This design comes from an exercise in tuning for small area and a short achievable clock period on the open sky130 flow, not from production work. The RTL was checked by simulation tests, not by an equivalence proof against the original design. No activity file was given, so power comes from the tool's default toggle rates.

===== design/flow/config.mk =====
export PLATFORM = sky130hd
export DESIGN_NAME = block_data_memory
export DESIGN_NICKNAME = block_data_memory
export VERILOG_FILES = /design/flow/design.v
export SDC_FILE = /design/flow/constraint.sdc
export NUM_CORES = 4
export LEC_CHECK = 0
export CAP_MARGIN = 10
export CORE_MARGIN = 2
export CORE_UTILIZATION = 70
export SETUP_SLACK_MARGIN = 2.9
export SLEW_MARGIN = 10
export SYNTH_HIERARCHICAL = 1

===== design/flow/constraint.sdc =====
create_clock -name core_clock -period 5.5 [get_ports {CLOCK}]
set_input_delay 1.1000 -clock core_clock [delete_from_list [all_inputs] [get_ports {CLOCK}]]
set_output_delay 1.1000 -clock core_clock [all_outputs]
set_load 0.01 [all_outputs]

===== design/flow/design.v =====
module block_data_memory #(
    parameter int LATENCY    = 5,
    parameter int ADDR_WIDTH = 6,
    parameter int DATA_WIDTH = 32
) (
    input  logic                  CLOCK,
    input  logic                  RESET_N,
    input  logic                  READ,
    input  logic                  WRITE,
    input  logic [ADDR_WIDTH-1:0] ADDRESS,
    input  logic [DATA_WIDTH-1:0] WRITEDATA,
    output logic [DATA_WIDTH-1:0] READDATA,
    output logic                  BUSYWAIT
);
    localparam int RB   = 2;                       
    localparam int RL   = 1 << RB;                 
    localparam int NR   = 1 << (ADDR_WIDTH - RB);  
    localparam int NGRP = NR / 3;                  
    logic                       idle_n;       
    logic                       busy_n;       
    logic [LATENCY-1:0]         acc;          
    logic                       start;        
    logic                       fire;         
    logic [RB-1:0]              req_addr;     
    logic [DATA_WIDTH-1:0]      xfer;         
    logic [DATA_WIDTH-1:0]      xfer_in;
    logic                       req_write;    
    logic                       cleared;      
    logic                       clr;          
    logic [DATA_WIDTH-1:0]      wbus;         
    logic [RB-1:0]              rot;          
    logic [RB-1:0]              pos_next;     
    logic                       at_port;      
    logic                       entering;     
    logic [NR-1:0]              ring_sel;     
    logic [NR-1:0]              wr_word;      
    logic [NR-1:0]              wr_ring;      
    logic                       rd_take;      
    logic [DATA_WIDTH-1:0]      ring [NR][RL];
    logic [DATA_WIDTH-1:0]      rd_word;
    assign start = ~idle_n & (READ | WRITE);
    assign fire  = acc[LATENCY-1];
    always_ff @(posedge CLOCK or negedge RESET_N) begin
        if (!RESET_N) begin
            idle_n <= 1'b0;
            busy_n <= 1'b1;
            acc    <= '0;
            rot    <= '0;
            cleared <= 1'b0;
        end else begin
            idle_n <= ~((~idle_n & ~(READ | WRITE)) | (busy_n & idle_n));
            busy_n <= ~(start | (~busy_n & ~fire));
            acc    <= {acc[LATENCY-2:0], start};
            rot    <= rot + 1'b1;
            cleared <= cleared | (rot == '1);
        end
    end
    always_ff @(posedge CLOCK) begin
        if (start) begin
            req_addr  <= ADDRESS[RB-1:0];
            for (int r = 0; r < NR; r++) ring_sel[r] <= (ADDRESS[ADDR_WIDTH-1:RB] == (ADDR_WIDTH-RB)'(r));
        end
    end
    always_ff @(posedge CLOCK or negedge RESET_N) begin
        if (!RESET_N) begin
            req_write <= 1'b0;
        end else if (start) begin
            req_write <= WRITE;
        end
    end
    assign clr  = ~cleared;
    for (genvar b = 0; b < DATA_WIDTH; b++) begin : g_wbus
        bdm_and2 u_and (.a(xfer[b]), .b(cleared), .y(wbus[b]));
    end
    assign pos_next = (start ? ADDRESS[RB-1:0] : req_addr) + rot + 1'b1;
    always_ff @(posedge CLOCK) begin
        at_port  <= (pos_next == '0);
        entering <= (pos_next == '1);
    end
    assign rd_take = ~busy_n & ~req_write & at_port;
    always_comb begin
        for (int r = 0; r < NR; r++) begin
            wr_word[r]  = req_write & entering & ring_sel[r];
        end
    end
    for (genvar r = 0; r < NR; r++) begin : g_wr
        bdm_xor2 u_xor (.a(clr), .b(wr_word[r]), .y(wr_ring[r]));
    end
    logic [DATA_WIDTH-1:0] ring_in [NR];
    for (genvar r = 0; r < NR; r++) begin : g_port
        logic keep;
        assign keep = ~wr_ring[r];
        for (genvar b = 0; b < DATA_WIDTH; b++) begin : g_bit
            bdm_ao22 u_ao (.a1(ring[r][RL-1][b]), .a2(keep), .b1(wbus[b]), .b2(wr_ring[r]), .y(ring_in[r][b]));
        end
    end
    always_ff @(posedge CLOCK) begin
        for (int r = 0; r < NR; r++) begin
            ring[r][0] <= ring_in[r];
            for (int k = 1; k < RL; k++) begin
                ring[r][k] <= ring[r][k-1];
            end
        end
    end
    for (genvar b = 0; b < DATA_WIDTH; b++) begin : g_bit
        logic [NGRP:0] grp_n;            
        logic [1:0]    l1;
        for (genvar g = 0; g < NGRP; g++) begin : g_grp
            bdm_aoi222 u_aoi (
                .s0(ring_sel[3*g]),   .d0(ring[3*g][0][b]),
                .s1(ring_sel[3*g+1]), .d1(ring[3*g+1][0][b]),
                .s2(ring_sel[3*g+2]), .d2(ring[3*g+2][0][b]),
                .y_n(grp_n[g])
            );
        end
        bdm_nand2 u_last (.a(ring_sel[NR-1]), .b(ring[NR-1][0][b]), .y_n(grp_n[NGRP]));
        bdm_nand3 u_l1_0 (.a(grp_n[0]), .b(grp_n[1]), .c(grp_n[2]), .y_n(l1[0]));
        bdm_nand3 u_l1_1 (.a(grp_n[3]), .b(grp_n[4]), .c(grp_n[5]), .y_n(l1[1]));
        assign rd_word[b] = l1[0] | l1[1];
    end
    for (genvar b = 0; b < DATA_WIDTH; b++) begin : g_xfer
        bdm_ao22 u_ao (.a1(WRITEDATA[b]), .a2(start), .b1(rd_word[b]), .b2(~start), .y(xfer_in[b]));
    end
    always_ff @(posedge CLOCK) begin
        if ((start && WRITE) || rd_take) begin
            xfer <= xfer_in;
        end
    end
    always_ff @(posedge CLOCK or negedge RESET_N) begin
        if (!RESET_N) begin
            READDATA <= '0;
        end else if (fire && !req_write) begin
            READDATA <= xfer;
        end
    end
    logic bw_req_n;
    bdm_o21ai u_bw_req (.a1(READ),   .a2(WRITE),    .b1(RESET_N), .y_n(bw_req_n));
    bdm_o21ai u_bw_out (.a1(idle_n), .a2(bw_req_n), .b1(busy_n),  .y_n(BUSYWAIT));
endmodule
module bdm_aoi222 (
    input  logic s0, d0, s1, d1, s2, d2,
    output logic y_n
);
    assign y_n = ~((s0 & d0) | (s1 & d1) | (s2 & d2));
endmodule
module bdm_nand2 (
    input  logic a, b,
    output logic y_n
);
    assign y_n = ~(a & b);
endmodule
module bdm_nand3 (
    input  logic a, b, c,
    output logic y_n
);
    assign y_n = ~(a & b & c);
endmodule
module bdm_ao22 (
    input  logic a1, a2, b1, b2,
    output logic y
);
    assign y = (a1 & a2) | (b1 & b2);
endmodule
module bdm_xor2 (
    input  logic a, b,
    output logic y
);
    assign y = a ^ b;
endmodule
module bdm_and2 (
    input  logic a, b,
    output logic y
);
    assign y = a & b;
endmodule
module bdm_o21ai (
    input  logic a1, a2, b1,
    output logic y_n
);
    assign y_n = ~((a1 | a2) & b1);
endmodule

===== design/flow/flow/run.sh =====
#!/bin/bash
# The standard layout (standard.sh, all steps), with one change in clock tree
# synthesis: larger sink clusters (27 sinks, 75 um) and no dummy loads, so the
# tree needs far fewer buffers. The make output goes to standard.log here; each
# step's own log is under orfs/logs/.
set -euo pipefail
here=$(cd "$(dirname "${BASH_SOURCE[0]}")/.." && pwd)
cd "$here"
export CTS_ARGS="-sink_clustering_enable -repair_clock_nets -dont_use_dummy_load -sink_clustering_size 27 -sink_clustering_max_diameter 75"
bash ./standard.sh > "$here/standard.log" 2>&1

===== design/flow/standard.sh =====
#!/bin/bash
# synth_recipe.tcl (not shown) runs the flow's synth.tcl, then flattens the netlist and writes it again
# the make line also repeats each setting of config.mk as NAME=value (left out here)
make -C /OpenROAD-flow-scripts/flow DESIGN_CONFIG=/design/flow/config.mk WORK_HOME=/design/flow/orfs CLKGATE_MAP_FILE= SYNTH_SCRIPT=/design/flow/synth_recipe.tcl "${@:-finish}"

==> results of run 1 <==
-- stage by stage --
stage	setup slack (ps)	hold slack (ps)	util	total power, mW	instance area [um^2]
after floorplan	2396	309.6	-	29.65	51970
after global placement	1904	309.6	0.7445	32.92	54410
after detailed placement	1841	312.1	0.7445	33.47	54410
after CTS	2806	293.1	0.7783	40.65	56880
after global routing	2837	291.4	0.7795	42.36	56970
final	2860	288.0	0.7796	40.78	56970
-- layer usage --
metal / track usage / routed length (um)
met1: 0.4421 / 51670
met2: 0.4995 / 55640
met3: 0.06473 / 9798
met4: 0.09402 / 3818
met5: 0 / 37
-- cells by family after synthesis --
| group | count (synthesis) |
|---|---|
| flip-flops | 2143 |
| AO/OA/AOI/OAI | 709 |
| AND/OR/NAND/NOR | 211 |
| multiplexers | 36 |
| buffers and inverters | 28 |
| XOR/XNOR | 18 |
| adder cells (fa/ha/maj) | 2 |
-- per-module statistics from Yosys, one instance, submodules excluded, a selection --
module     flip-flops and latches  cells
bdm_and2                        0      1
bdm_ao22                        0      1
bdm_nand2                       0      1
bdm_nand3                       0      1
bdm_o21ai                       0      1
bdm_xor2                        0      1
-- critical path, delay by kind of cell --
kind                   cells  cell delay, ps
AOI/OAI and AO/OA          2             200
buffers and inverters      2             230
-- power by group through the flow --
stage | Sequential (mW) | Clock [mW] | Combinational [mW]
6_report | 26.4 | 7.21 | 7.12
4_1_cts | 26.4 | 7.26 | 6.96
3_3_place_gp | 26.3 | 0 | 6.67
5_1_grt | 27.1 | 7.79 | 7.48
3_5_place_dp | 26.6 | 0 | 6.86
2_1_floorplan | 25.6 | 0 | 4.07
-- placed cells by master (no fill, tap or decap), drive strengths merged --
| cell | Yosys | layout |
|---|---|---|
| xor2 | 17 | 17 |
| a222oi | 160 | 160 |
| nor2 | 14 | 14 |
| buf | 4 | 83 |
| a22o | 544 | 544 |
| clkbuf | 2 | 90 |
| and3 | 16 | 16 |
| dfxtp | 2052 | 2052 |
| inv | 22 | 7 |
| nor3 | 6 | 6 |
| dfrtp | 42 | 42 |
| o21ai | 4 | 4 |
| dlygate4sd2 | 0 | 32 |
| xnor2 | 1 | 1 |
| nand2 | 40 | 40 |
| or2 | 33 | 33 |
| and2 | 32 | 32 |
| ha | 2 | 2 |
| mux2 | 34 | 34 |
| mux2i | 2 | 2 |
| nor2b | 1 | 1 |
| nand2b | 4 | 4 |
| clkdlybuf4s50 | 0 | 38 |
| nor4 | 1 | 1 |
| o21bai | 1 | 1 |
| clkinvlp | 0 | 17 |
| edfxtp | 48 | 48 |
| dfstp | 1 | 1 |
| diode | 0 | 2 |
| nand3 | 64 | 64 |
-- area by class of cell --
type / instances / area (um^2)
multi-input combinational: 976 / 8417
fill: 4281 / 16110
antenna: 2 / 5.005
timing repair buffer: 154 / 1366
tap: 959 / 1200
sequential: 2143 / 43600
clock buffer: 89 / 2227
inverter: 22 / 141.4
timing repair inverter: 2 / 12.51
-- how the worst min path moves through the flow --
stage                           end  slack [ps]  cells past startpoint                  from
6_report       ring[14][27]$_DFF_P_         290                      0  ring[13][27]$_DFF_P_
3_3_place_gp   ring[19][25]$_DFF_P_         310                      0  ring[18][25]$_DFF_P_
2_1_floorplan   ring[10][0]$_DFF_P_         310                      0    ring[9][0]$_DFF_P_
5_1_grt        ring[14][27]$_DFF_P_         290                      0  ring[13][27]$_DFF_P_
4_1_cts        ring[14][27]$_DFF_P_         290                      0  ring[13][27]$_DFF_P_
3_5_place_dp   ring[62][11]$_DFF_P_         310                      0  ring[61][11]$_DFF_P_
-- state kept, by name (all words and copies together), names as in the netlist, 2 cells and up --
register	flops
req_addr	2
ring_sel	16
ring	2048
rot	2
acc	5
xfer	32
READDATA	32
-- what timing repair did --
action	4_1_cts	5_1_grt
setup endpoints to repair	594	92
resized for setup	77	5
setup buffers	22	7
pin swaps	2	1
cloned	1	1
==> summary.md, run 1 <==
| Metric | Value |
|---|---|
| Die Wd | `276.1 um` |
| Final slew viol count | `0` |
| Element type at the critical path end | `output pin` |
| Share of cells above drive strength 1 | `0.08299` |
| Critical path class | `primary input to output pin` |
| Synth Area in Adders | `0.0004828` |
| Die ar. | `0.07623 mm^2` |
| Antenna Nets Post-Route | `0` |
| Placed insts | `approximately 4,200` |
| Final Cycle Share | `0.4800` |
| Mapped Area | `0.05183 mm^2` |
| Sw Pwr | `11.26 mW` |
| PwrDens | `715.7 mW/mm^2` |
| Largest family of logic cells by synthesized area | `compound AO/OA/AOI/OAI gates` |
| DRT iter0 DRCs | `between 2,000 and 3,000` |
| Total core area | `about 0.073 mm^2` |
| Post-synthesis instance total | `3,147` |
| Vias per cell | `~6` |
| Initial antenna violation count | `6` |
| Vias in the first global route | `between 20,000 and 30,000` |
| Simple-Gate Fraction of Synth Area | `0.02117` |
| Worst-Margin Slew | `between 1000 and 1500 ps` |
| Reg clk slew, reported paths | `roughly 90 ps` |
| Reg power frac | `0.649` |
| Worst-skew pair later-pin latency | `around 680 ps` |
| Area Overhead vs Synth | `9.927%` |
| Root cell of the clock tree | `clkbuf_16` |
| Internal power | `slightly below 30 mW` |
| Synth Area in XOR/XNOR | `0.003042` |
| Hold Buf Count CTS | `0` |
| Worst R2R Start | `ring_sel[0]$_DFFE_PN_` |
| Avg WL per Cell | `about 28 um` |
| Slowest stage cell, crit path | `o21ai_4` |
| Crit path DAT | `~1500 ps` |
| Main synth FF type | `dfxtp_1` |
| Global-route wire length before repair | `178,000 um` |
| Sw Ratio | `0.2760` |
| CTS tree | `built` |
| Most area-hungry cell type in the Yosys netlist | `dfxtp_1` |
| CP startpoint | `READ` |
| Pleak | `roughly 23 nW` |
| Synth Area in Compound Gates | `0.1236` |
| RSZ-0062 raised after global routing | `true` |
| Bufs on Longest Clock Path | `3` |
| Hold Path Class | `flop to flop` |
| Sequential area share after synthesis | `0.8412` |
| CP peak stage delay | `140 ps` |
| FF-to-FF path depth | `5` |
| GP Congestion | `~0.79` |
| Die height | `about 280 um` |
| Synthesized area per cell | `16.47 um^2` |
| CP Cell Sequence | `buf_8 > o21ai_4 > o21ai_1 > buf_2` |
| GRT Resource Usage Total | `0.3146` |
| Yosys warns | `10` |
| Combinational share of power | `0.175` |
| H-tree depth | `3` |
| Final hold viol count | `0` |
| CP endpoint | `BUSYWAIT` |
| Minimum clock period | `2640 ps` |
| CTS Buf Count | `89` |
| Final Setup Violations | `0` |
| Library cells used by synthesis | `29` |
| DRC Markers | `0` |
| RR Endpoint | `xfer[27]$_DFFE_PP_` |
| EDFF count, synth | `48` |
| Ports | `75` |
| Most frequent cell after synthesis | `dfxtp_1` |
| Yosys reg bits | `between 2,000 and 2,500` |
| Clock power share | `0.177` |
| CP required | `between 4000 and 5000 ps` |
| Congestion Overflow GR | `0` |
| Synth top area cells | `dfxtp_1 79%, a22o_1 9.2%, a222oi_1 3.1%` |
| Fin cells | `4,347` |
| Largest net degree at the start of global routing | `roughly 50` |
| Slew HR | `0.2154` |
| Post-Syn Nets | `3,191` |
| Initial core utilization | `0.7092` |
| Multiplexer area fraction after synthesis | `0.007918` |
| Critical Path Start Type | `primary input` |
| Post-detail-place hpwl | `~67,000 um` |
| DR vias | `about 27,000` |
| Status | `finished clean` |
| Routed WL | `about 120,000 um` |
| Clk_skew | `45.37 ps` |
| Final nets | `around 3,400` |
| Worst Path Max Fanout | `2` |
| Max IR drop VDD | `~0.00053 V` |
| Synth cell count leaders | `2,052 x dfxtp_1, 544 x a22o_1, 160 x a222oi_1` |
| Buffers on Ports | `74` |
| Area fraction of the dominant cell type after synthesis | `0.7926` |
| TritonRoute pass-1 iters | `18` |
| Rows | `just under 100` |
| Setup TNS | `0 ps` |
| CTS sink cnt | `2,143` |
| MaxCap Viol Count | `0` |
| Setup slack, reg-to-reg | `2870 ps` |
| Achievable clock frequency | `~0.38 GHz` |
| Synth async-reset ratio | `0.02007` |
==> inputs of run 2 (changes only) <==
--- a/design/flow/design.v
+++ b/design/flow/design.v
@@ -128,9 +128,17 @@
     end
+    logic [DATA_WIDTH-1:0] rd_q;
+    logic                  rd_valid;
+    always_ff @(posedge CLOCK) begin
+        if (fire && !req_write) begin
+            rd_q <= xfer;
+        end
+    end
     always_ff @(posedge CLOCK or negedge RESET_N) begin
         if (!RESET_N) begin
-            READDATA <= '0;
+            rd_valid <= 1'b0;
         end else if (fire && !req_write) begin
-            READDATA <= xfer;
+            rd_valid <= 1'b1;
         end
     end
+    assign READDATA = rd_q & {DATA_WIDTH{rd_valid}};
     logic bw_req_n;
==> design/flow/flow/run.sh (replaced) <==
#!/bin/bash
# The standard layout (standard.sh, all steps), with two changes:
# - clock tree synthesis uses larger sink clusters (27 sinks, 75 um) and no
#   dummy loads, so the tree needs far fewer buffers;
# - the port buffers that placement inserts on every input and output are
#   buf_2 cells rather than the delay cells it picks by default.
# The make output goes to standard.log here; each step's own log is under
# orfs/logs/.
set -euo pipefail
here=$(cd "$(dirname "${BASH_SOURCE[0]}")/.." && pwd)
cd "$here"
export CTS_ARGS="-sink_clustering_enable -repair_clock_nets -dont_use_dummy_load -sink_clustering_size 27 -sink_clustering_max_diameter 75"
export BUFFER_PORTS_ARGS="-buffer_cell sky130_fd_sc_hd__buf_2"
bash ./standard.sh > "$here/standard.log" 2>&1
--- a/design/flow/config.mk
+++ b/design/flow/config.mk
@@ -7,3 +7,3 @@
 export LEC_CHECK = 0
-export CAP_MARGIN = 10
+export CAP_MARGIN = 20
 export CORE_MARGIN = 2
@@ -11,3 +11,3 @@
 export SETUP_SLACK_MARGIN = 2.9
-export SLEW_MARGIN = 10
+export SLEW_MARGIN = 20
 export SYNTH_HIERARCHICAL = 1
==> run 2 against run 1 <==
Die area hardly changed. Clock power hardly changed. Still clean. Register-to-register slack better by 80 ps. Utilization is 0.35 points lower.
==> summary.md, run 2 <==
| Metric | Value |
|---|---|
| Status | `finished clean (unchanged)` |
| Post-Syn Nets | `3,192 (was 3,191)` |
| CP Cell Sequence | `buf_12 > and2_1 > buf_2 (was buf_8 > o21ai_4 > o21ai_1 > buf_2)` |
| Largest registers | `ring: 2048 flops, rd_q: 32 flops, xfer: 32 flops (was ring: 2048 flops, READDATA: 32 flops, xfer: 32 flops)` |
| Hold depth | `0 (unchanged)` |
| Pleak | `22.86 nW (was 23.00 nW)` |
| Global-route wire length before repair | `173,800 um (was 178,000 um)` |
| Synth async-reset ratio | `0.005597 (was 0.02007)` |
| CTS sink cnt | `2,144 (was 2,143)` |
| Rows | `99 (unchanged)` |
| Mapped Area | `0.05183 mm^2 (about the same)` |
| Bufs on Longest Clock Path | `3 (unchanged)` |
| Clk_skew | `36.15 ps (was 45.37 ps)` |
| DRT iter0 DRCs | `2,773 (was 2,912)` |
| Crit-path leading delay family | `flip-flops (was buffers and inverters)` |
| CP endpoint | `READDATA[26] (was BUSYWAIT)` |
| Share of cells above drive strength 1 | `0.09142 (was 0.08299)` |
| MaxCap Viol Count | `0 (unchanged)` |
| Main synth FF type | `dfxtp_1 (unchanged)` |
| Crit path DAT | `1670 ps (was 1540 ps)` |
| Finished Cell Area | `0.05672 mm^2 (was 0.05697 mm^2)` |
| Most common cell after layout, fill and taps aside | `dfxtp_1 (unchanged)` |
| Vias per cell | `6.146 (was 6.171)` |
| Synth cell count leaders | `2,052 x dfxtp_1, 544 x a22o_1, 160 x a222oi_1 (unchanged)` |
| Most frequent cells in the layout | `2,052 x dfxtp_1, 544 x a22o_1, 160 x a222oi_1 (was 2,051 x dfxtp_1, 544 x a22o_1, 160 x a222oi_1)` |
| Congestion Overflow GR | `0 (unchanged)` |
| CP required | `4400 ps (about the same)` |
| Hold slack final | `288.1 ps (was 288.0 ps)` |
| Area fraction of the dominant cell type after synthesis | `0.7926 (about the same)` |
| Final Setup Violations | `0 (unchanged)` |
| Synthesized area per cell | `16.46 um^2 (was 16.47 um^2)` |
| Die ar. | `0.07623 mm^2 (about the same)` |
| Largest Register | `ring (unchanged)` |
| Slowest stage cell, crit path | `dfrtp_4 (was o21ai_4)` |
| CTS tree | `built (unchanged)` |
| Buffers on Ports | `74 (unchanged)` |
| Critical path class | `flop to output pin (was primary input to output pin)` |
| Die Wd | `276.1 um (about the same)` |
| Final slew viol count | `0 (unchanged)` |
| Placed insts | `4,225 (unchanged)` |
| Minimum clock period | `2774 ps (was 2640 ps)` |
| Worst-skew pair later-pin latency | `660 ps (was 680 ps)` |
| Max IR drop VDD | `0.0004553 V (was 0.0005293 V)` |
| H-tree depth | `3 (unchanged)` |
| Avg WL per Cell | `26.87 um (was 27.83 um)` |
| Post-detail-place hpwl | `64,460 um (was 67,300 um)` |
| Fillers | `4,278 (was 4,281)` |
| CP startpoint | `rd_valid$_DFFE_PN0P_ (was READ)` |
| GRT Resource Usage Total | `0.3036 (was 0.3146)` |
| CTS Buf Count | `89 (unchanged)` |
| PwrDens | `714.6 mW/mm^2 (was 715.7 mW/mm^2)` |
| Ports | `75 (unchanged)` |
| Largest net degree at the start of global routing | `51 (unchanged)` |
| Setup slack, reg-to-reg | `2950 ps (was 2870 ps)` |
| Worst Path Max Fanout | `15 (was 2)` |
| Area Overhead vs Synth | `9.435% (was 9.927%)` |
| Post-synthesis instance total | `3,148 (was 3,147)` |
| Yosys warns | `10 (unchanged)` |
| Element type at the critical path end | `output pin (unchanged)` |
| Routed WL | `116,700 um (was 121,000 um)` |
| CP bufs+invs | `2 (unchanged)` |
| Max reg flops | `2,048 (unchanged)` |
| RR Endpoint | `xfer[5]$_DFFE_PP_ (was xfer[27]$_DFFE_PP_)` |
| DR vias | `26,680 (was 26,830)` |
| Yosys reg bits | `2,144 (was 2,143)` |
| Root cell of the clock tree | `clkbuf_16 (unchanged)` |
| Die height | `276.1 um (about the same)` |
| Initial core utilization | `0.7091 (was 0.7092)` |
| Worst-Margin Slew | `1127 ps (was 1177 ps)` |
| GP Congestion | `0.7948 (was 0.7889)` |
| Initial antenna violation count | `10 (was 6)` |
| RSZ-0062 raised after global routing | `true (unchanged)` |
| Achievable clock frequency | `0.3605 GHz (was 0.3788 GHz)` |
| Stages on worst setup path | `3 (was 4)` |
| Antenna Nets Post-Route | `0 (unchanged)` |
| Fin cells | `4,341 (was 4,347)` |
| CP peak stage delay | `540 ps (was 140 ps)` |
| Setup TNS | `0 ps (unchanged)` |
| Library cells used by synthesis | `26 (was 29)` |
| Total core area | `0.07308 mm^2 (unchanged)` |
| Slew HR | `0.2486 (was 0.2154)` |
| TritonRoute pass-1 iters | `19 (was 18)` |
| Vias in the first global route | `27,450 (was 27,560)` |
| FF-to-FF path depth | `5 (unchanged)` |
| Final nets | `3,426 (was 3,432)` |
| EDFF count, synth | `80 (was 48)` |
| Worst R2R Start | `ring_sel[8]$_DFFE_PN_ (was ring_sel[0]$_DFFE_PN_)` |
| Cell Area, Placed | `0.05406 mm^2 (was 0.05441 mm^2)` |
| Final Cycle Share | `0.5043 (was 0.4800)` |
| DRC Markers | `0 (unchanged)` |
| Final hold viol count | `0 (unchanged)` |
| Reg clk slew, reported paths | `110 ps (was 90 ps)` |
| Critical Path Start Type | `flop (was primary input)` |
| Synth top area cells | `dfxtp_1 79%, a22o_1 9.2%, edfxtp_1 4.6% (was dfxtp_1 79%, a22o_1 9.2%, a222oi_1 3.1%)` |
| Most frequent cell after synthesis | `dfxtp_1 (unchanged)` |
| Hold Path Class | `flop to flop (unchanged)` |
| Worst slack, placed | `1762 ps (was 1841 ps)` |
| Most area-hungry cell type in the Yosys netlist | `dfxtp_1 (unchanged)` |
| Final WS setup | `2726 ps (was 2860 ps)` |
| Sequential area share after synthesis | `0.8448 (was 0.8412)` |
==> run 2: kinds of logic after synthesis <==
kind of cell / share of synthesized area
adder cells (fa/ha/maj): 0.0004828
XOR/XNOR: 0.003042
flip-flops: 0.8448
AND/OR/NAND/NOR: 0.02516
AO/OA/AOI/OAI: 0.1236
multiplexers: 0.0009657
buffers and inverters: 0.001956
==> run 2: worst min-delay path by stage <==
| stage | end | startpoint | slack [ps] |
|---|---|---|---|
| floorplan | ring[10][0]$_DFF_P_ | ring[9][0]$_DFF_P_ | 310 |
| global placement | ring[55][22]$_DFF_P_ | ring[54][22]$_DFF_P_ | 310 |
| detailed placement | ring[18][28]$_DFF_P_ | ring[17][28]$_DFF_P_ | 310 |
| CTS | ring[10][9]$_DFF_P_ | ring[9][9]$_DFF_P_ | 290 |
| global route | ring[6][30]$_DFF_P_ | ring[5][30]$_DFF_P_ | 290 |
| finish | ring[10][9]$_DFF_P_ | ring[9][9]$_DFF_P_ | 290 |
==> run 2: Yosys stat by module (local to each module, per instance) <==
module / flops+latches / cells inside / area [um^2] / copies in the design
bdm_ao22: 0 / 1 / 8.758 / 544
block_data_memory: 2144 / 2298 / 44670 / 1
bdm_and2: 0 / 1 / 6.256 / 32
bdm_o21ai: 0 / 1 / 5.005 / 2
bdm_aoi222: 0 / 1 / 10.01 / 160
bdm_xor2: 0 / 1 / 8.758 / 16
bdm_nand3: 0 / 1 / 5.005 / 64
bdm_nand2: 0 / 1 / 3.754 / 32
==> run 2: final cells by class <==
class | count | area (um^2) | area share
Timing Repair inverter | 1 | 7.507 | 0.0001324
Antenna cell | 2 | 5.005 | 0.00008824
Sequential cell | 2144 | 43790 | 0.7721
Inverter | 22 | 118.9 | 0.002096
Tap cell | 959 | 1200 | 0.02116
Timing Repair Buffer | 147 | 1105 | 0.01948
Clock buffer | 89 | 2227 | 0.03927
Multi-Input combinational cell | 977 | 8260 | 0.1456
==> run 2: timing repair <==
| item | CTS | global route |
|---|---|---|
| gates resized for setup | 38 | 17 |
| pin swaps | 3 | 2 |
| setup buffers | 21 | 2 |
| hold buffers | 0 | 0 |
| setup endpoints to repair | 560 | 269 |
| gates cloned | 1 | 0 |
==> run 2: per-stage QoR <==
step / util / power [mW]
after floorplan: - / 29.47
after global placement: 0.7398 / 32.60
after detailed placement: 0.7398 / 33.11
after CTS: 0.7747 / 40.39
after global routing: 0.7760 / 42.07
final: 0.7760 / 40.53
==> run 2: power by group <==
part | switching (mW) | internal (mW) | total [mW]
clock network | 4.31 | 2.91 | 7.23
logic | 4.03 | 2.86 | 6.89
registers | 2.83 | 23.6 | 26.4
total | 11.2 | 29.4 | 40.5
==> run 2: per-layer routing <==
layer / part of all wire / vias up / GRT usage
li1: - / 11860 / -
met1: 0.45 / 13600 / 0.4505
met2: 0.45 / 1020 / 0.4706
met3: 0.075 / 193 / 0.04859
met4: 0.024 / 8 / 0.08253
met5: 0.00041 / - / 0
==> inputs of run 3 (changes only) <==
--- a/design/flow/design.v
+++ b/design/flow/design.v
@@ -128,17 +128,9 @@
     end
-    logic [DATA_WIDTH-1:0] rd_q;
-    logic                  rd_valid;
-    always_ff @(posedge CLOCK) begin
-        if (fire && !req_write) begin
-            rd_q <= xfer;
+    always_ff @(posedge CLOCK or negedge RESET_N) begin
+        if (!RESET_N) begin
+            READDATA <= '0;
+        end else if (fire && !req_write) begin
+            READDATA <= xfer;
         end
     end
-    always_ff @(posedge CLOCK or negedge RESET_N) begin
-        if (!RESET_N) begin
-            rd_valid <= 1'b0;
-        end else if (fire && !req_write) begin
-            rd_valid <= 1'b1;
-        end
-    end
-    assign READDATA = rd_q & {DATA_WIDTH{rd_valid}};
     logic bw_req_n;
==> run 3 against run 2 <==
Critical path type is now primary input to output pin. Design area about the same. Clock power about the same. Maximum frequency increased by 3.3%. Synthesized area barely moved.
==> summary.md, run 3 <==
| Metric | Value |
|---|---|
| Status | `finished clean (unchanged)` |
| Total core area | `0.07308 mm^2 (unchanged)` |
| Pleak | `23.00 nW (was 22.86 nW)` |
| Ports | `75 (unchanged)` |
| Synthesized area per cell | `16.47 um^2 (was 16.46 um^2)` |
| Main synth FF type | `dfxtp_1 (unchanged)` |
| H-tree depth | `3 (unchanged)` |
| Congestion Overflow GR | `0 (unchanged)` |
| Largest net degree at the start of global routing | `51 (unchanged)` |
| Critical Path Start Type | `primary input (was flop)` |
| Clk_skew | `51.64 ps (was 36.15 ps)` |
| Post-synthesis instance total | `3,147 (was 3,148)` |
| Vias in the first global route | `27,360 (was 27,450)` |
| Synth cell count leaders | `2,052 x dfxtp_1, 544 x a22o_1, 160 x a222oi_1 (unchanged)` |
| EDFF count, synth | `48 (was 80)` |
| RSZ-0062 raised after global routing | `true (unchanged)` |
| Final Power | `40.74 mW (was 40.53 mW)` |
| Post-Syn Nets | `3,191 (was 3,192)` |
| Worst-Margin Slew | `1088 ps (was 1127 ps)` |
| Most frequent cells in the layout | `2,051 x dfxtp_1, 544 x a22o_1, 160 x a222oi_1 (was 2,052 x dfxtp_1, 544 x a22o_1, 160 x a222oi_1)` |
| Achievable clock frequency | `0.3725 GHz (was 0.3605 GHz)` |
| Largest Register | `ring (unchanged)` |
| Synth top area cells | `dfxtp_1 79%, a22o_1 9.2%, a222oi_1 3.1% (was dfxtp_1 79%, a22o_1 9.2%, edfxtp_1 4.6%)` |
| Final hold viol count | `0 (unchanged)` |
| Max IR drop VDD | `0.0003932 V (was 0.0004553 V)` |
| Sequential area share after synthesis | `0.8412 (was 0.8448)` |
| Root cell of the clock tree | `clkbuf_16 (unchanged)` |
| TritonRoute pass-1 iters | `18 (was 19)` |
| Yosys warns | `10 (unchanged)` |
| CTS Buf Count | `89 (unchanged)` |
| Crit path DAT | `1580 ps (was 1670 ps)` |
| DRT iter0 DRCs | `2,977 (was 2,773)` |
| Area Overhead vs Synth | `9.357% (was 9.435%)` |
| Share of cells above drive strength 1 | `0.1011 (was 0.09142)` |
| Vias per cell | `6.178 (was 6.146)` |
| Antenna Nets Post-Route | `0 (unchanged)` |
| Routed WL | `120,100 um (was 116,700 um)` |
| Hold Path Class | `flop to flop (unchanged)` |
| Yosys reg bits | `2,143 (was 2,144)` |
| Die height | `276.1 um (about the same)` |
| Library cells used by synthesis | `29 (was 26)` |
| Worst-skew pair later-pin latency | `680 ps (was 660 ps)` |
| Bufs on Longest Clock Path | `3 (unchanged)` |
| Most frequent cell after synthesis | `dfxtp_1 (unchanged)` |
| Die Wd | `276.1 um (about the same)` |
| Synth async-reset ratio | `0.02007 (was 0.005597)` |
| CP Cell Sequence | `buf_12 > buf_12 > o21ai_2 > o21ai_1 > buf_2 (was buf_12 > and2_1 > buf_2)` |
| Fillers | `4,280 (was 4,278)` |
| Hold Buf Count CTS | `0 (unchanged)` |
| Buffers on Ports | `74 (unchanged)` |
| Largest registers | `ring: 2048 flops, READDATA: 32 flops, xfer: 32 flops (was ring: 2048 flops, rd_q: 32 flops, xfer: 32 flops)` |
| Setup TNS | `0 ps (unchanged)` |
| Most area-hungry cell type in the Yosys netlist | `dfxtp_1 (unchanged)` |
| Slowest stage cell, crit path | `buf_2 (was dfrtp_4)` |
| Slew HR | `0.2749 (was 0.2486)` |
| Final nets | `3,429 (was 3,426)` |
| Critical path class | `primary input to output pin (was flop to output pin)` |
| DRC Markers | `0 (unchanged)` |
| Final slew viol count | `0 (unchanged)` |
| Most frequent cell on the critical path | `buf_12` |
| CTS tree | `built (unchanged)` |
| Avg WL per Cell | `27.66 um (was 26.87 um)` |
| Most common cell after layout, fill and taps aside | `dfxtp_1 (unchanged)` |
| Reg clk slew, reported paths | `90 ps (was 110 ps)` |
| MaxCap Viol Count | `0 (unchanged)` |
| Mapped Area | `0.05183 mm^2 (about the same)` |
| Post-detail-place hpwl | `67,730 um (was 64,460 um)` |
| Final Cycle Share | `0.4881 (was 0.5043)` |
| CTS sink cnt | `2,143 (was 2,144)` |
| DR vias | `26,830 (was 26,680)` |
| Die ar. | `0.07623 mm^2 (about the same)` |
| CP peak stage delay | `150 ps (was 540 ps)` |
| Element type at the critical path end | `output pin (unchanged)` |
| Minimum clock period | `2685 ps (was 2774 ps)` |
| Final Setup Violations | `0 (unchanged)` |
| Initial antenna violation count | `6 (was 10)` |
| Area fraction of the dominant cell type after synthesis | `0.7926 (about the same)` |
| GRT Resource Usage Total | `0.3137 (was 0.3036)` |
| Max reg flops | `2,048 (unchanged)` |
| PwrDens | `718.8 mW/mm^2 (was 714.6 mW/mm^2)` |
| Initial core utilization | `0.7092 (was 0.7091)` |
| Global-route wire length before repair | `178,400 um (was 173,800 um)` |
| Worst Path Max Fanout | `2 (was 15)` |
| CP required | `4400 ps (about the same)` |
| Rows | `99 (unchanged)` |
| GP Congestion | `0.8093 (was 0.7948)` |
==> run 3: final timing paths <==
kind                                         from                  endpoint  slack, ps  depth (start not counted)
max in group asynchronous                 RESET_N   READDATA[8]$_DFFE_PN0P_       4710                          3
max                                       RESET_N                  BUSYWAIT       2820                          5
min                          ring[10][29]$_DFF_P_      ring[11][29]$_DFF_P_        290                          0
min in group asynchronous                 RESET_N  READDATA[23]$_DFFE_PN0P_        490                          3
min reg2reg                  ring[10][29]$_DFF_P_      ring[11][29]$_DFF_P_        290                          0
max reg2reg                ring_sel[11]$_DFFE_PN_         xfer[8]$_DFFE_PP_       2950                          5
==> run 3: Yosys stat by module, one instance, submodules excluded <==
module / cells / area, um^2 / copies in the design / flip-flops and latches
bdm_xor2: 1 / 8.758 / 16 / 0
bdm_o21ai: 1 / 5.005 / 2 / 0
bdm_aoi222: 1 / 10.01 / 160 / 0
bdm_and2: 1 / 6.256 / 32 / 0
bdm_ao22: 1 / 8.758 / 544 / 0
bdm_nand2: 1 / 3.754 / 32 / 0
block_data_memory: 2297 / 44670 / 1 / 2143
bdm_nand3: 1 / 5.005 / 64 / 0
==> run 3: cell type report <==
class / count / area [um^2] / share of cell area
Sequential cell: 2143 / 43600 / 0.7693
Multi-Input combinational cell: 976 / 8409 / 0.1484
Clock buffer: 89 / 2227 / 0.03929
Tap cell: 959 / 1200 / 0.02117
Timing Repair Buffer: 152 / 1115 / 0.01967
Inverter: 22 / 112.6 / 0.001987
Timing Repair inverter: 1 / 7.507 / 0.0001325
Antenna cell: 1 / 2.502 / 0.00004415
==> run 3: critical path: cells and delay by family <==
| family | cells | cell delay (ps) |
|---|---|---|
| buffers and inverters | 3 | 320 |
| AOI/OAI and AO/OA | 2 | 170 |
==> run 3: power by group <==
| part | switching [mW] | internal (mW) | total, mW |
|---|---|---|---|
| Combinational | 4.06 | 3.01 | 7.07 |
| Sequential | 2.86 | 23.6 | 26.4 |
| Clock | 4.34 | 2.91 | 7.25 |
| Total | 11.3 | 29.5 | 40.7 |
==> run 3: routing by layer <==
| metal | global-route usage | share of wire | vias to the layer above | wire length [um] |
|---|---|---|---|---|
| met5 | 0 | 0.00034 | - | 41 |
| met4 | 0.08617 | 0.025 | 6 | 3006 |
| met1 | 0.4680 | 0.46 | 13760 | 54770 |
| met2 | 0.4824 | 0.45 | 997 | 54040 |
| met3 | 0.05053 | 0.069 | 192 | 8245 |
| li1 | - | - | 11880 | - |
==> run 3: cells by family (layout without fill, tap and decap cells) <==
kind of cell    Yosys count  in the layout  share of synthesized area
compound gates          709            709                     0.1236
xor+xnor                 18             18                   0.003042
fa+ha+maj                 2              2                  0.0004827
buf+inv                  28            264                   0.002607
flops                  2143           2143                     0.8412
mux                      36             36                   0.007918
other cells               0              1                          0
simple gates            211            211                    0.02117
==> run 3: stage by stage <==
stage | cells | hold WS [ps] | util | setup slack [ps] | cell area [um^2]
final | 4343 | 285.6 | 0.7755 | 2815 | 56680
after global routing | 4342 | 291.2 | 0.7755 | 2794 | 56680
after CTS | 4340 | 288.0 | 0.7746 | 2825 | 56610
after detailed placement | 4226 | 312.1 | 0.7397 | 2164 | 54060
after global placement | 4226 | 309.8 | 0.7397 | 2199 | 54060
after floorplan | 3147 | 309.6 | - | 2396 | 51970
==> run 3: repair_timing <==
action	4_1_cts	5_1_grt
pin swaps	2	1
setup buffers	22	1
endpoints found under the setup margin	409	120
cloned	3	0
resized for setup	21	7
==> inputs of run 4 (changes only) <==
--- a/design/flow/config.mk
+++ b/design/flow/config.mk
@@ -10,3 +10,3 @@
 export CORE_UTILIZATION = 70
-export SETUP_SLACK_MARGIN = 2.9
+export SETUP_SLACK_MARGIN = 2.8
 export SLEW_MARGIN = 20
==> run 4 against run 3 <==
Sequential cell count unchanged. Clock skew is 1.7 ps lower. Non-clock buffer count increased by 4. First-iteration DRC count shrank 7.4%. Via count shrank 0.37%. Worst setup slack got worse by 45 ps. Die area did not move. Synthesized cell count stayed put.
==> summary.md, run 4 <==
| Metric | Value |
|---|---|
| Avg WL per Cell | `27.06 um (was 27.66 um)` |
| Sequential area share after synthesis | `0.8412 (unchanged)` |
| DR vias | `26,730 (was 26,830)` |
| Final WS setup | `2771 ps (was 2815 ps)` |
| Internal power | `29.51 mW (was 29.48 mW)` |
| Most common cell after layout, fill and taps aside | `dfxtp_1 (unchanged)` |
| Max reg flops | `2,048 (unchanged)` |
| Register area | `0.04360 mm^2 (about the same)` |
| Pleak | `23.06 nW (was 23.00 nW)` |
| Largest registers | `ring: 2048 flops, READDATA: 32 flops, xfer: 32 flops (unchanged)` |
| Antenna Nets Post-Route | `0 (unchanged)` |
| Synth top area cells | `dfxtp_1 79%, a22o_1 9.2%, a222oi_1 3.1% (unchanged)` |
| Share of cells above drive strength 1 | `0.1041 (was 0.1011)` |
| GRT Resource Usage Total | `0.3028 (was 0.3137)` |
| PwrDens | `720.0 mW/mm^2 (was 718.8 mW/mm^2)` |
| EDFF count, synth | `48 (unchanged)` |
| Crit path DAT | `1630 ps (was 1580 ps)` |
| Reg clk slew, reported paths | `100 ps (was 90 ps)` |
| CP peak stage delay | `160 ps (was 150 ps)` |
| Fillers | `4,286 (was 4,280)` |
| DRT iter0 DRCs | `2,758 (was 2,977)` |
| Synthesized area per cell | `16.47 um^2 (unchanged)` |
| RSZ-0062 raised after global routing | `true (unchanged)` |
| Final Setup Violations | `0 (unchanged)` |
| Routed WL | `117,900 um (was 120,100 um)` |
| Area fraction of the dominant cell type after synthesis | `0.7926 (unchanged)` |
| Slew HR | `0.1696 (was 0.2749)` |
| Most frequent cell after synthesis | `dfxtp_1 (unchanged)` |
| Main synth FF type | `dfxtp_1 (unchanged)` |
| Max IR drop VDD | `0.0004429 V (was 0.0003932 V)` |
| Status | `finished clean (unchanged)` |
| Synth cell count leaders | `2,052 x dfxtp_1, 544 x a22o_1, 160 x a222oi_1 (unchanged)` |
| Worst-Margin Slew | `1245 ps (was 1088 ps)` |
| Library cells used by synthesis | `29 (unchanged)` |
| Initial antenna violation count | `7 (was 6)` |
| Hold slack final | `295.3 ps (was 285.6 ps)` |
| CTS sink cnt | `2,143 (unchanged)` |
| CTS Buf Count | `89 (unchanged)` |
| Achievable clock frequency | `0.3664 GHz (was 0.3725 GHz)` |
| CTS tree | `built (unchanged)` |
| Reg power frac | `0.646 (was 0.649)` |
| Post-Syn Nets | `3,191 (unchanged)` |
| Minimum clock period | `2729 ps (was 2685 ps)` |
| Cell Area, Placed | `0.05409 mm^2 (was 0.05406 mm^2)` |
| Yosys warns | `10 (unchanged)` |
| Worst-skew pair later-pin latency | `680 ps (about the same)` |
| Most frequent cells in the layout | `2,052 x dfxtp_1, 544 x a22o_1, 160 x a222oi_1 (was 2,051 x dfxtp_1, 544 x a22o_1, 160 x a222oi_1)` |
| Synth async-reset ratio | `0.02007 (unchanged)` |
| Clk_skew | `49.97 ps (was 51.64 ps)` |
| Die Wd | `276.1 um (unchanged)` |
| Final hold viol count | `0 (unchanged)` |
| Initial core utilization | `0.7092 (unchanged)` |
| Final Cycle Share | `0.4962 (was 0.4881)` |
| Root cell of the clock tree | `clkbuf_16 (unchanged)` |
| Post-synthesis instance total | `3,147 (unchanged)` |
| Buffers on Ports | `74 (unchanged)` |
| Largest Register | `ring (unchanged)` |
| Mapped Area | `0.05183 mm^2 (unchanged)` |
| Area occupied by multi-input gates | `0.008484 mm^2 (was 0.008409 mm^2)` |
| TritonRoute pass-1 iters | `17 (was 18)` |
| Final slew viol count | `0 (unchanged)` |
| Most area-hungry cell type in the Yosys netlist | `dfxtp_1 (unchanged)` |
| Die height | `276.1 um (unchanged)` |
| Total core area | `0.07308 mm^2 (unchanged)` |
| Worst Path Max Fanout | `2 (unchanged)` |
| Vias per cell | `6.138 (was 6.178)` |
| Critical path class | `primary input to output pin (unchanged)` |
| Placed insts | `4,220 (was 4,226)` |
| CP required | `4400 ps (about the same)` |
| DRC Markers | `0 (unchanged)` |
| Slowest stage cell, crit path | `o21ai_2 (was buf_2)` |
| Bufs on Longest Clock Path | `3 (unchanged)` |
| Combinational share of power | `0.178 (was 0.173)` |
| Worst slack, placed | `1273 ps (was 2164 ps)` |
| Congestion Overflow GR | `0 (unchanged)` |
| Yosys reg bits | `2,143 (unchanged)` |
| Rows | `99 (unchanged)` |
| Vias in the first global route | `27,600 (was 27,360)` |
| Final nets | `3,438 (was 3,429)` |
| Die ar. | `0.07623 mm^2 (unchanged)` |
| Largest net degree at the start of global routing | `51 (unchanged)` |
| Final core occ | `0.7781 (was 0.7755)` |
| Setup TNS | `0 ps (unchanged)` |
| Fin cells | `4,355 (was 4,343)` |
| CP Cell Sequence | `buf_12 > buf_12 > o21ai_2 > o21ai_2 > buf_2 (was buf_12 > buf_12 > o21ai_2 > o21ai_1 > buf_2)` |
| Critical Path Start Type | `primary input (unchanged)` |
| Area Overhead vs Synth | `9.719% (was 9.357%)` |
| Sw Ratio | `0.2793 (was 0.2765)` |
| Global-route wire length before repair | `174,400 um (was 178,400 um)` |
| Element type at the critical path end | `output pin (unchanged)` |
| Sw Pwr | `11.43 mW (was 11.27 mW)` |
| GP Congestion | `0.8217 (was 0.8093)` |
| MaxCap Viol Count | `0 (unchanged)` |
| Clock power share | `0.176 (was 0.178)` |
| Finished Cell Area | `0.05687 mm^2 (was 0.05668 mm^2)` |
| Hold Path Class | `flop to flop (unchanged)` |
| Final Power | `40.94 mW (was 40.74 mW)` |
| Ports | `75 (unchanged)` |
| H-tree depth | `3 (unchanged)` |
| Post-detail-place hpwl | `65,990 um (was 67,730 um)` |
run 4: cell counts after synthesis:
No cell type changed its count.
run 4: critical path, delay by kind of cell:
family	cells	cell delay [ps]
buffers and inverters	3	320
AOI/OAI and AO/OA	2	210
run 4: what timing repair did:
action / CTS / global route
pin swaps: 5 / 7
gates resized for setup: 25 / 14
setup buffers: 27 / 7
hold buffers: 0 / 0
cloned: 6 / 2
setup endpoints to repair: 479 / 197
hold endpoints to repair: 0 / 0
run 4: kinds of logic (layout without fill, tap and decap cells):
logic type | after synthesis | in the layout | synth area share
AOI/OAI and AO/OA | 709 | 710 | 0.1236
xor gates and xnor gates | 18 | 20 | 0.003042
adders and majority gates | 2 | 2 | 0.0004827
buffers and inverters | 28 | 270 | 0.002607
DFF | 2143 | 2143 | 0.8412
muxes | 36 | 36 | 0.007918
other | 0 | 4 | 0
and+or+nand+nor | 211 | 211 | 0.02117
run 4: path summary, 6_finish.rpt:
check,from,endpoint,slack [ps],cells past startpoint
setup / recovery,RESET_N,BUSYWAIT,2770,5
hold / removal,ring[14][16]$_DFF_P_,ring[15][16]$_DFF_P_,300,0
setup reg to reg,ring_sel[8]$_DFFE_PN_,xfer[27]$_DFFE_PP_,2800,5
hold reg to reg,ring[14][16]$_DFF_P_,ring[15][16]$_DFF_P_,300,0
max in group asynchronous,RESET_N,READDATA[31]$_DFFE_PN0P_,4580,4
min in group asynchronous,RESET_N,READDATA[28]$_DFFE_PN0P_,490,3
run 4: final cells by class:
| type | instances | area share |
|---|---|---|
| Antenna cell | 4 | 0.0001760 |
| Clock buffer | 89 | 0.03916 |
| Inverter | 22 | 0.002024 |
| Multi-Input combinational cell | 979 | 0.1492 |
| Sequential cell | 2143 | 0.7668 |
| Tap cell | 959 | 0.02110 |
| Timing Repair Buffer | 156 | 0.02117 |
| Timing Repair inverter | 3 | 0.0003960 |
run 4: modules after synthesis (local to each module, per instance), excerpt:
module             flip-flops and latches  times used  cell area, um^2  cells
bdm_nand2                               0          32            3.754      1
bdm_and2                                0          32            6.256      1
bdm_nand3                               0          64            5.005      1
bdm_xor2                                0          16            8.758      1
bdm_aoi222                              0         160            10.01      1
block_data_memory                    2143           1            44670   2297
bdm_ao22                                0         544            8.758      1
run 4: per-layer routing:
layer	wire length, um	part of all wire	vias up	GRT usage
met4	2789	0.024	0	0.08533
met2	53470	0.45	1073	0.4684
met3	9013	0.076	175	0.05662
li1	-	-	11890	-
met1	52590	0.45	13590	0.4426
met5	0	0	-	0
run 4: power groups by stage:
stage | Combinational (mW) | Sequential [mW] | Clock [mW]
final | 7.28 | 26.4 | 7.21
after global routing | 7.59 | 27.1 | 7.80
after CTS | 7.06 | 26.4 | 7.28
after detailed placement | 6.84 | 26.6 | 0
after global placement | 6.62 | 26.3 | 0
after floorplan | 4.07 | 25.6 | 0
==> inputs of run 5 (changes only) <==
--- a/design/flow/design.v
+++ b/design/flow/design.v
@@ -34,2 +34,3 @@
     logic                       entering;     
+    logic [ADDR_WIDTH-RB-1:0]   req_ring;     
     logic [NR-1:0]              ring_sel;     
@@ -60,3 +61,3 @@
             req_addr  <= ADDRESS[RB-1:0];
-            for (int r = 0; r < NR; r++) ring_sel[r] <= (ADDRESS[ADDR_WIDTH-1:RB] == (ADDR_WIDTH-RB)'(r));
+            req_ring  <= ADDRESS[ADDR_WIDTH-1:RB];
         end
@@ -82,2 +83,3 @@
         for (int r = 0; r < NR; r++) begin
+            ring_sel[r] = (req_ring == (ADDR_WIDTH-RB)'(r));
             wr_word[r]  = req_write & entering & ring_sel[r];
--- a/design/flow/config.mk
+++ b/design/flow/config.mk
@@ -10,3 +10,3 @@
 export CORE_UTILIZATION = 70
-export SETUP_SLACK_MARGIN = 2.8
+export SETUP_SLACK_MARGIN = 2.9
 export SLEW_MARGIN = 20
==> run 5 against run 4 <==
The layout now fails its checks (antenna rules). Synthesized cell count is essentially flat. Design area rose by 1.2%. Worst setup slack better by 120 ps. Clock power barely moved. Critical path type unchanged. Wire length rose by 6.1%. Die area shrank 0.69%. Count of clock-buffer cells in the layout decreased by 1. Final cell count rose by 1.2%. Clock skew shrank 12 ps.
==> summary.md, run 5 <==
| Metric | Value |
|---|---|
| Status | `failed layout checks (was finished clean)` |
| SO Viols | `antenna rules` |
| PwrDens | `530.1 mW/mm^2 (was 720.0 mW/mm^2)` |
| Largest registers | `ring: 2048 flops, READDATA: 32 flops, xfer: 32 flops (unchanged)` |
| Area fraction of the dominant cell type after synthesis | `0.7982 (was 0.7926)` |
| Achievable clock frequency | `0.3827 GHz (was 0.3664 GHz)` |
| Share of cells above drive strength 1 | `0.1323 (was 0.1041)` |
| Slew HR | `0.2693 (was 0.1696)` |
| Antenna Nets Post-Route | `1 (was 0)` |
| Post-detail-place hpwl | `64,560 um (was 65,990 um)` |
| Post-synthesis instance total | `3,144 (was 3,147)` |
| Internal power | `22.98 mW (was 29.51 mW)` |
| MaxCap Viol Count | `0 (unchanged)` |
| Routed WL | `125,000 um (was 117,900 um)` |
| Vias per cell | `6.182 (was 6.138)` |
| Reg clk slew, reported paths | `100 ps (about the same)` |
| Fillers | `4,080 (was 4,286)` |
| Final hold viol count | `0 (unchanged)` |
| Placed insts | `4,220 (unchanged)` |
| DRC Markers | `0 (unchanged)` |
| Library cells used by synthesis | `30 (was 29)` |
| Worst slack, placed | `1406 ps (was 1273 ps)` |
| Sw Pwr | `7.519 mW (was 11.43 mW)` |
| Minimum clock period | `2613 ps (was 2729 ps)` |
| Met1 WL | `54,990 um (was 52,590 um)` |
| Critical path class | `primary input to output pin (unchanged)` |
| Final core occ | `0.7901 (was 0.7781)` |
| Initial core utilization | `0.7066 (was 0.7092)` |
| Global-route wire length before repair | `176,200 um (was 174,400 um)` |
| Worst Path Max Fanout | `2 (unchanged)` |
| Total core area | `0.07283 mm^2 (was 0.07308 mm^2)` |
| Yosys reg bits | `2,131 (was 2,143)` |
| Buffers on Ports | `74 (unchanged)` |
| DR vias | `27,240 (was 26,730)` |
| Worst R2R Start | `req_ring[1]$_DFFE_PN_ (was ring_sel[8]$_DFFE_PN_)` |
| Largest Register | `ring (unchanged)` |
| Clock power share | `0.237 (was 0.176)` |
| Vias in the first global route | `27,260 (was 27,600)` |
| Hold path start | `ring[62][26]$_DFF_P_ (was ring[14][16]$_DFF_P_)` |
| Hold Path Class | `flop to flop (unchanged)` |
| Most common cell after layout, fill and taps aside | `dfxtp_1 (unchanged)` |
| Element type at the critical path end | `output pin (unchanged)` |
| Post-Syn Nets | `3,188 (was 3,191)` |
| RSZ-0062 raised after global routing | `true (unchanged)` |
| Congestion Overflow GR | `0 (unchanged)` |
| H-tree depth | `3 (unchanged)` |
| Most area-hungry cell type in the Yosys netlist | `dfxtp_1 (unchanged)` |
| CP startpoint | `READ (was RESET_N)` |
| CP bufs+invs | `2 (was 3)` |
| Final nets | `3,486 (was 3,438)` |
| CP Cell Sequence | `buf_8 > o21ai_2 > o21ai_1 > buf_2 (was buf_12 > buf_12 > o21ai_2 > o21ai_2 > buf_2)` |
| Cell Area, Placed | `0.05384 mm^2 (was 0.05409 mm^2)` |
| Max reg flops | `2,048 (unchanged)` |
| Die Wd | `275.2 um (was 276.1 um)` |
| Area Overhead vs Synth | `11.81% (was 9.719%)` |
| Slowest stage cell, crit path | `buf_2 (was o21ai_2)` |
| DRT iter0 DRCs | `3,292 (was 2,758)` |
| CTS sink cnt | `2,131 (was 2,143)` |
| Max IR drop VDD | `0.0004494 V (was 0.0004429 V)` |
| Sw Ratio | `0.2465 (was 0.2793)` |
| Final Setup Violations | `0 (unchanged)` |
| Finished Cell Area | `0.05755 mm^2 (was 0.05687 mm^2)` |
| Pleak | `22.91 nW (was 23.06 nW)` |
| Fin cells | `4,406 (was 4,355)` |
| Crit path DAT | `1510 ps (was 1630 ps)` |
| Critical Path Start Type | `primary input (unchanged)` |
| Clk_skew | `37.56 ps (was 49.97 ps)` |
| Yosys warns | `10 (unchanged)` |
| Crit-path leading delay family | `buffers and inverters (unchanged)` |
| Final Cycle Share | `0.4751 (was 0.4962)` |
| Reg power frac | `0.656 (was 0.646)` |
| Ports | `75 (unchanged)` |
| Top Metal Used | `met4 (unchanged)` |
| Wire length on met2 | `56,930 um (was 53,470 um)` |
| GP Congestion | `0.7955 (was 0.8217)` |
| GRT Resource Usage Total | `0.3185 (was 0.3028)` |
| Synth async-reset ratio | `0.02018 (was 0.02007)` |
| Synthesized area per cell | `16.37 um^2 (was 16.47 um^2)` |
| Final WS setup | `2887 ps (was 2771 ps)` |
| Main synth FF type | `dfxtp_1 (unchanged)` |
| DR WL met3 | `9700 um (was 9013 um)` |
| Most frequent cell after synthesis | `dfxtp_1 (unchanged)` |
| Hold slack final | `306.7 ps (was 295.3 ps)` |
| CTS Buf Count | `88 (was 89)` |
| Final Power | `30.50 mW (was 40.94 mW)` |
| Synth cell count leaders | `2,052 x dfxtp_1, 544 x a22o_1, 160 x a222oi_1 (unchanged)` |
| Hold Buf Count CTS | `0 (unchanged)` |
| EDFF count, synth | `36 (was 48)` |
| Sequential area share after synthesis | `0.8401 (was 0.8412)` |
| Largest net degree at the start of global routing | `44 (was 51)` |
| Bufs on Longest Clock Path | `3 (unchanged)` |
| Synth top area cells | `dfxtp_1 80%, a22o_1 9.3%, a222oi_1 3.1% (was dfxtp_1 79%, a22o_1 9.2%, a222oi_1 3.1%)` |
| CTS tree | `built (unchanged)` |
| Initial antenna violation count | `6 (was 7)` |
| Setup TNS | `0 ps (unchanged)` |
| Mapped Area | `0.05147 mm^2 (was 0.05183 mm^2)` |
| Worst-skew pair later-pin latency | `680 ps (about the same)` |
| Avg WL per Cell | `28.38 um (was 27.06 um)` |
| Most frequent cells in the layout | `2,052 x dfxtp_1, 544 x a22o_1, 160 x a222oi_1 (unchanged)` |
| Worst-Margin Slew | `1092 ps (was 1245 ps)` |
| TritonRoute pass-1 iters | `7 (was 17)` |
| Combinational share of power | `0.107 (was 0.178)` |
| Final slew viol count | `0 (unchanged)` |
| Rows | `99 (unchanged)` |
| Die height | `275.2 um (was 276.1 um)` |
| Root cell of the clock tree | `clkbuf_16 (unchanged)` |
| CP required | `4400 ps (about the same)` |
| Die ar. | `0.07571 mm^2 (was 0.07623 mm^2)` |
| CP peak stage delay | `140 ps (was 160 ps)` |
## run 5: logic make-up after synthesis
logic type,after synthesis,share of synthesized area
fa+ha+maj,2,0.0004861
flops,2131,0.8401
mux,36,0.007974
xor+xnor,18,0.003063
buf+inv,31,0.002723
compound gates,709,0.1244
simple gates,217,0.02120
## run 5: path summary, 6_finish.rpt
check | endpoint | slack (ps) | depth (start not counted)
max in group asynchronous | cleared$_DFF_PN0_ | 4380 | 2
max | BUSYWAIT | 2890 | 4
min | ring[63][26]$_DFF_P_ | 310 | 0
max reg2reg | xfer[18]$_DFFE_PP_ | 2890 | 8
min reg2reg | ring[63][26]$_DFF_P_ | 310 | 0
min in group asynchronous | acc[1]$_DFF_PN0_ | 580 | 2
## run 5: final cells by class
type	instances	area (um^2)	area share
repair inverters	2	15.01	0.0002609
diodes	7	17.52	0.0003044
flip-flops and latches	2131	43240	0.7515
inverters	22	131.4	0.002283
multi-input cells	987	8817	0.1532
clock buffers	88	2202	0.03827
well taps	959	1200	0.02085
repair buffers	210	1919	0.03335
## run 5: power groups by stage
stage	clock network [mW]	logic [mW]	registers (mW)
after floorplan	0	1.72	19.8
after global placement	0	2.75	20.1
after detailed placement	0	2.86	20.3
after CTS	7.24	3.04	20.0
after global routing	7.76	3.41	20.3
final	7.22	3.27	20.0
## run 5: worst register-to-register path, cell delays in order, from the launching register on
cell	delay, ps
edfxtp_1	460
buf_4	210
nand2b_4	160
nor2_4	70
buf_12	190
a222oi_1	480
nand3_1	260
or2_2	350
a22o_1	200
## run 5: repair_timing
action / 4_1_cts / 5_1_grt
gates resized for setup: 100 / 57
setup endpoints to repair: 545 / 429
pin swaps: 35 / 45
gates cloned: 5 / 11
setup buffers: 50 / 25
## run 5: Yosys stat by module (local to each module, per instance)
module	cells inside	cell area [um^2]	copies in the design
bdm_and2	1	6.256	32
bdm_nand2	1	3.754	32
bdm_nand3	1	5.005	64
bdm_aoi222	1	10.01	160
block_data_memory	2294	44310	1
bdm_ao22	1	8.758	544
bdm_o21ai	1	5.005	2
bdm_xor2	1	8.758	16
## run 5: metal layers
metal  global-route usage  up-vias
met5                    0        -
met4              0.08450        0
met3              0.05752      221
met2               0.4934     1154
met1               0.4680    13880
li1                     -    11980
==> inputs of run 6 (changes only) <==
--- a/design/flow/config.mk
+++ b/design/flow/config.mk
@@ -9,3 +9,3 @@
 export CORE_MARGIN = 2
-export CORE_UTILIZATION = 70
+export CORE_UTILIZATION = 80
 export SETUP_SLACK_MARGIN = 2.9
==> run 6 against run 5 <==
The run now finishes clean. First-iteration DRC count up 53%. Design area up 0.20%. Utilization up 12 points. Clock skew up 32 ps. Combinational power up 12%. Worst setup slack worse by 530 ps. Count of clock-buffer cells in the layout unchanged. Via count up 13%. Synthesized cell count unchanged. Total power up 3.8%. Sequential power up 3%. Sequential cell count unchanged.
==> summary.md, run 6 <==
| Metric | Value |
|---|---|
| Worst Path Max Fanout | `7 (was 2)` |
| CTS tree | `built (unchanged)` |
| Final nets | `3,505 (was 3,486)` |
| Final Setup Violations | `0 (unchanged)` |
| Final Power | `31.65 mW (was 30.50 mW)` |
| MaxCap Viol Count | `0 (unchanged)` |
| Root cell of the clock tree | `clkbuf_16 (unchanged)` |
| Sw Ratio | `0.2719 (was 0.2465)` |
| DRT iter0 DRCs | `5,040 (was 3,292)` |
| Buffers on Ports | `74 (unchanged)` |
| Element type at the critical path end | `flop (was output pin)` |
| Hold slack final | `304.5 ps (was 306.7 ps)` |
| Sw Pwr | `8.605 mW (was 7.519 mW)` |
| Most common cell after layout, fill and taps aside | `dfxtp_1 (unchanged)` |
| Most frequent cells in the layout | `2,052 x dfxtp_1, 544 x a22o_1, 160 x a222oi_1 (unchanged)` |
| Ports | `75 (unchanged)` |
| Vias per cell | `7.163 (was 6.182)` |
| Global-route wire length before repair | `203,000 um (was 176,200 um)` |
| Initial core utilization | `0.8129 (was 0.7066)` |
| Vias in the first global route | `30,630 (was 27,260)` |
| Synth cell count leaders | `2,052 x dfxtp_1, 544 x a22o_1, 160 x a222oi_1 (unchanged)` |
| Fillers | `1,899 (was 4,080)` |
| Most frequent cell after synthesis | `dfxtp_1 (unchanged)` |
| Mapped Area | `0.05147 mm^2 (unchanged)` |
| Synth async-reset ratio | `0.02018 (unchanged)` |
| CP peak stage delay | `810 ps (was 140 ps)` |
| Area Overhead vs Synth | `12.03% (was 11.81%)` |
| Pleak | `22.99 nW (was 22.91 nW)` |
| Final Cycle Share | `0.5716 (was 0.4751)` |
| Total core area | `0.06331 mm^2 (was 0.07283 mm^2)` |
| CTS sink cnt | `2,131 (unchanged)` |
| Final slew viol count | `0 (unchanged)` |
| Sequential area share after synthesis | `0.8401 (unchanged)` |
| Cell Area, Placed | `0.05357 mm^2 (was 0.05384 mm^2)` |
| Crit path DAT | `3550 ps (was 1510 ps)` |
| Slowest stage cell, crit path | `a222oi_1 (was buf_2)` |
| CTS Buf Count | `88 (unchanged)` |
| Largest Register | `ring (unchanged)` |
| GP Congestion | `0.8378 (was 0.7955)` |
| Critical path class | `flop to flop (was primary input to output pin)` |
| Final hold viol count | `0 (unchanged)` |
| Final core occ | `0.9107 (was 0.7901)` |
| Max IR drop VDD | `0.0004282 V (was 0.0004494 V)` |
| Library cells used by synthesis | `30 (unchanged)` |
| Yosys warns | `10 (unchanged)` |
| Critical Path Start Type | `flop (was primary input)` |
| Worst slack, placed | `1226 ps (was 1406 ps)` |
| Finished Cell Area | `0.05766 mm^2 (was 0.05755 mm^2)` |
| Hold Path Class | `flop to flop (unchanged)` |
| Most area-hungry cell type in the Yosys netlist | `dfxtp_1 (unchanged)` |
| Die Wd | `257.6 um (was 275.2 um)` |
| Main synth FF type | `dfxtp_1 (unchanged)` |
| Post-detail-place hpwl | `68,010 um (was 64,560 um)` |
| Largest registers | `ring: 2048 flops, READDATA: 32 flops, xfer: 32 flops (unchanged)` |
| Internal power | `23.05 mW (was 22.98 mW)` |
| Initial antenna violation count | `16 (was 6)` |
| Achievable clock frequency | `0.3181 GHz (was 0.3827 GHz)` |
| CP Cell Sequence | `buf_6 > nand2b_4 > buf_6 > nor2_4 > buf_4 > a222oi_1 > nand3_1 > or2_4 > a22o_1 (was buf_8 > o21ai_2 > o21ai_1 > buf_2)` |
| Post-synthesis instance total | `3,144 (unchanged)` |
| Setup slack, reg-to-reg | `2360 ps (was 2890 ps)` |
| DRC Markers | `0 (unchanged)` |
| PwrDens | `549.0 mW/mm^2 (was 530.1 mW/mm^2)` |
| Minimum clock period | `3144 ps (was 2613 ps)` |
| Routed WL | `157,100 um (was 125,000 um)` |
| Setup TNS | `0 ps (unchanged)` |
| Most frequent cell on the critical path | `buf_6` |
| Combinational share of power | `0.116 (was 0.107)` |
| Max reg flops | `2,048 (unchanged)` |
| Bufs on Longest Clock Path | `3 (unchanged)` |
| Clock power share | `0.238 (was 0.237)` |
| Area fraction of the dominant cell type after synthesis | `0.7982 (unchanged)` |
| DR vias | `30,850 (was 27,240)` |
| CP required | `5910 ps (was 4400 ps)` |
| Fin cells | `4,306 (was 4,406)` |
| Die ar. | `0.06638 mm^2 (was 0.07571 mm^2)` |
| Clk_skew | `69.33 ps (was 37.56 ps)` |
| CP bufs+invs | `3 (was 2)` |
| Synth top area cells | `dfxtp_1 80%, a22o_1 9.3%, a222oi_1 3.1% (unchanged)` |
| Largest net degree at the start of global routing | `44 (unchanged)` |
| H-tree depth | `3 (unchanged)` |
| Worst-Margin Slew | `1337 ps (was 1092 ps)` |
| Crit-path leading delay family | `compound AO/OA/AOI/OAI gates (was buffers and inverters)` |
| Slew HR | `0.1082 (was 0.2693)` |
| Post-Syn Nets | `3,188 (unchanged)` |
| Share of cells above drive strength 1 | `0.1356 (was 0.1323)` |
| Reg clk slew, reported paths | `120 ps (was 100 ps)` |
| TritonRoute pass-1 iters | `8 (was 7)` |
| GRT Resource Usage Total | `0.4169 (was 0.3185)` |
| Reg power frac | `0.646 (was 0.656)` |
| RSZ-0062 raised after global routing | `true (unchanged)` |
| Final WS setup | `2356 ps (was 2887 ps)` |
| Die height | `257.6 um (was 275.2 um)` |
| Status | `finished clean (was failed layout checks)` |
| Rows | `92 (was 99)` |
| Antenna Nets Post-Route | `0 (was 1)` |
| Yosys reg bits | `2,131 (unchanged)` |
| Avg WL per Cell | `36.49 um (was 28.38 um)` |
| Congestion Overflow GR | `0 (unchanged)` |
| Synthesized area per cell | `16.37 um^2 (unchanged)` |
| Worst-skew pair later-pin latency | `710 ps (was 680 ps)` |
| Placed insts | `4,090 (was 4,220)` |
| EDFF count, synth | `36 (unchanged)` |
## run 6: cell types whose count changed in the layout (fill, tap and decap cells not counted), moves of 2 or more
| cell | delta |
|---|---|
| buf_6 | +9 |
| or2_2 | -9 |
| or2_4 | +9 |
| clkbuf_16 | -6 |
| diode_2 | -6 |
| xor2_4 | +6 |
| inv_1 | +5 |
| nor2_4 | +5 |
| buf_12 | +4 |
| buf_4 | -3 |
| nand3_1 | +3 |
| nand3_2 | -2 |
## run 6: path summary, 6_finish.rpt
path                                       start  depth (start not counted)                  endpoint
min in group asynchronous                RESET_N                          2  READDATA[25]$_DFFE_PN0P_
max in group asynchronous                RESET_N                          2         cleared$_DFF_PN0_
min reg2reg                 ring[22][29]$_DFF_P_                          0      ring[23][29]$_DFF_P_
min                         ring[22][29]$_DFF_P_                          0      ring[23][29]$_DFF_P_
max reg2reg                req_ring[2]$_DFFE_PN_                          9        xfer[11]$_DFFE_PP_
max                        req_ring[2]$_DFFE_PN_                          9        xfer[11]$_DFFE_PP_
## run 6: Yosys stat by module, one instance, submodules excluded
| module | cells inside | area, um^2 | flops+latches | copies in the design |
|---|---|---|---|---|
| bdm_and2 | 1 | 6.256 | 0 | 32 |
| bdm_ao22 | 1 | 8.758 | 0 | 544 |
| block_data_memory | 2294 | 44310 | 2131 | 1 |
| bdm_nand3 | 1 | 5.005 | 0 | 64 |
| bdm_xor2 | 1 | 8.758 | 0 | 16 |
| bdm_aoi222 | 1 | 10.01 | 0 | 160 |
| bdm_nand2 | 1 | 3.754 | 0 | 32 |
| bdm_o21ai | 1 | 5.005 | 0 | 2 |
## run 6: logic make-up after synthesis
logic type,synth area share
flip-flops,0.8401
AO/OA/AOI/OAI,0.1244
AND/OR/NAND/NOR,0.02120
multiplexers,0.007974
buffers and inverters,0.002723
XOR/XNOR,0.003063
adder cells (fa/ha/maj),0.0004861
## run 6: power groups by stage
stage	Clock (mW)	Combinational (mW)	Sequential, mW
global route	7.90	3.67	20.6
detailed placement	0	2.83	20.3
finish	7.52	3.67	20.5
CTS	7.22	3.14	20.1
global placement	0	2.68	20.1
floorplan	0	1.72	19.8
## run 6: cell type report
cell class / instances / area (um^2) / area share
inverter: 22 / 116.4 / 0.002018
timing repair inverter: 7 / 52.55 / 0.0009114
timing repair buffer: 214 / 1933 / 0.03353
antenna: 1 / 2.502 / 0.00004340
multi-input combinational: 997 / 9051 / 0.1570
sequential: 2131 / 43240 / 0.7500
clock buffer: 88 / 2202 / 0.03819
tap: 846 / 1059 / 0.01836
## run 6: metal layers
layer	share of wire	global-route usage	wire length [um]	up-vias
li1	-	-	-	11990
met1	0.35	0.5508	54410	15250
met2	0.46	0.6764	72980	2755
met3	0.11	0.08382	17570	825
met4	0.076	0.1888	11990	28
met5	0.0010	0	158	-
## run 6: timing repair
action	in CTS	in global routing
endpoints found under the hold margin	0	0
pin swaps	48	90
resized for setup	107	84
cloned	19	7
hold buffers	0	0
setup endpoints to repair	545	510
setup buffers	63	37
